Background: an optimization exercise with open tools, aiming at small area, a short achievable clock period and few clock cycles. Do not read the settings as production practice.
At most, simulation tests tie the RTL to the original design; equivalence was not proved.
Power and IR drop assume default switching activity.

// c_subset_lexer
module c_subset_lexer (
    input  logic        clk,
    input  logic        rst_n,
    input  logic        char_valid,
    output logic        char_stall,
    input  logic [7:0]  char_code,
    output logic        token_valid,
    input  logic        token_stall,
    output logic [4:0]  token_kind,
    output logic [23:0] token_start,
    output logic [15:0] token_length,
    output logic [23:0] line_number,
    output logic [30:0] token_value,
    output logic        last_of_run
);
    localparam logic [4:0] K_EOF = 5'd0, K_ERROR = 5'd1, K_IDENT = 5'd2, K_NUMBER = 5'd3,
                           K_LPAREN = 5'd4, K_RPAREN = 5'd5, K_LBRACE = 5'd6, K_RBRACE = 5'd7,
                           K_SEMI = 5'd8, K_COMMA = 5'd9, K_PLUS = 5'd10, K_MINUS = 5'd11,
                           K_STAR = 5'd12, K_SLASH = 5'd13, K_BANG = 5'd14, K_NE = 5'd15,
                           K_ASSIGN = 5'd16, K_EQ = 5'd17, K_LT = 5'd18, K_LE = 5'd19,
                           K_GT = 5'd20, K_GE = 5'd21;
    localparam logic [4:0] W_NONE = 5'd0, W_I = 5'd1, W_IN = 5'd2, W_E = 5'd3, W_EL = 5'd4,
                           W_ELS = 5'd5, W_W = 5'd6, W_WH = 5'd7, W_WHI = 5'd8, W_WHIL = 5'd9,
                           W_R = 5'd10, W_RE = 5'd11, W_RET = 5'd12, W_RETU = 5'd13,
                           W_RETUR = 5'd14, W_IF = 5'd22, W_ELSE = 5'd23, W_INT = 5'd24,
  ...
export LEC_CHECK = 0
export CAP_MARGIN = 20
export CORE_MARGIN = 4
export CORE_UTILIZATION = 40
export SETUP_SLACK_MARGIN = 3.5
export SLEW_MARGIN = 20
export TNS_END_PERCENT = 5
create_clock -name core_clock -period 6.5 [get_ports {clk}]
standard.sh (not shown) runs the stock make flow with config.mk's settings and CLKGATE_MAP_FILE= SYNTH_SCRIPT=/design/flow/synth_recipe.tcl, a recipe that flattens the netlist after the stock synthesis.
==> flow/flow/run.sh <==
#!/bin/bash
# Layout flow: the standard synthesis unchanged, then the standard ORFS layout with
# plain buffers (not delay cells) on the ports and for timing repair.
set -euo pipefail
bash standard.sh synth > synth.log 2>&1
export BUFFER_PORTS_ARGS="-buffer_cell sky130_fd_sc_hd__buf_2"
export DONT_USE_CELLS="sky130_fd_sc_hd__clkdlybuf4s15_1 sky130_fd_sc_hd__clkdlybuf4s15_2 sky130_fd_sc_hd__clkdlybuf4s18_1 sky130_fd_sc_hd__clkdlybuf4s18_2 sky130_fd_sc_hd__clkdlybuf4s25_1 sky130_fd_sc_hd__clkdlybuf4s25_2 sky130_fd_sc_hd__clkdlybuf4s50_1 sky130_fd_sc_hd__clkdlybuf4s50_2 sky130_fd_sc_hd__dlygate4sd1_1 sky130_fd_sc_hd__dlygate4sd2_1 sky130_fd_sc_hd__dlygate4sd3_1 sky130_fd_sc_hd__dlymetal6s2s_1 sky130_fd_sc_hd__dlymetal6s4s_1 sky130_fd_sc_hd__dlymetal6s6s_1"
bash standard.sh > layout.log 2>&1
The baseline completed with no timing, DRC or antenna violations.
==> next run, changes <==
SETUP_SLACK_MARGIN = 4.0   (was 3.5)
Die area does not change.
Global-route usage rises by 0.74 points.
Total power grows by 1.5%.
Final area went up by 1.3%.
Routed wire length rises by 3.4%.
Via count goes up by 1.5%.
Hold slack is better by 0.014 ns.
Worst setup slack gets better by 0.056 ns.
Sequential share of layout area decreases by 0.50 points.
Count of clock-buffer cells in the layout stays the same.
Final cell count came out higher by 1.2%.
No functional check of the RTL was part of any run of this note.

Another version of the RTL of c_subset_lexer (not shown whole).
Size in the first run: roughly 1200 cells after synthesis, about 170 flip-flops, about 11000 sq um of cells after synthesis.
export LEC_CHECK = 0
export CAP_MARGIN = 20
export CORE_MARGIN = 4
export CORE_UTILIZATION = 40
export SETUP_SLACK_MARGIN = 3.5
export SLEW_MARGIN = 20
export TNS_END_PERCENT = 5
create_clock -name core_clock -period 6.5 [get_ports {clk}]
run.sh (not shown) runs the stock make flow with config.mk's settings and CLKGATE_MAP_FILE= SYNTH_SCRIPT=/design/flow/synth_recipe.tcl, a recipe that flattens the netlist after the stock synthesis.
Stock flow here: none of the scripts above is used.
Testbench counts at the start, summed over its fixed seeds: cycles 24,152.
Edit:
SETUP_SLACK_MARGIN = 3.8   (was 3.5)
TNS_END_PERCENT = unset   (was 5)
Power rose by about 15%; routed wire length grows by 13%; design area came out higher by 12%.

re-timing with driven ports:
The results above use ideal ports. As a check the final layouts listed here were re-extracted and re-timed, cells and wires unchanged. Step 1: set_driving_cell puts a clkbuf_16 on clk and a buf_2 on each other input, an assumption about the parent block. Step 2 times the ports against the registers' clock, not the clock port: input delays grow and output delays shrink by t, the midpoint of the rising clock arrivals with the driver on. Slacks: ideal ports / drivers / drivers and shift; pairs: ideal ports / drivers.
| run | t, ns | setup WS [ns] | hold WS [ns] | worst slew at a driven data input, ns |
|---|---|---|---|---|
| the first run of note 1 | 0.489 | 3.367 / 3.373 / 2.884 | 0.511 / 0.511 / 0.511 | 0.05 |
| the second run of note 1 | 0.480 | 3.423 / 3.423 / 3.122 | 0.525 / 0.525 / 0.525 | 0.06 |
| the first run of note 2 | 0.481 | 3.354 / 3.306 / 3.078 | 0.487 / 0.487 / 0.487 | 0.05 |
| the second run of note 2 | 0.482 | 3.375 / 3.375 / 3.199 | 0.493 / 0.493 / 0.493 | 0.06 |
After both steps every run listed still meets setup and hold. The setup slack of the first run of note 1, which loses most, moves by +0.006 ns with the drivers and by -0.483 ns with both steps.
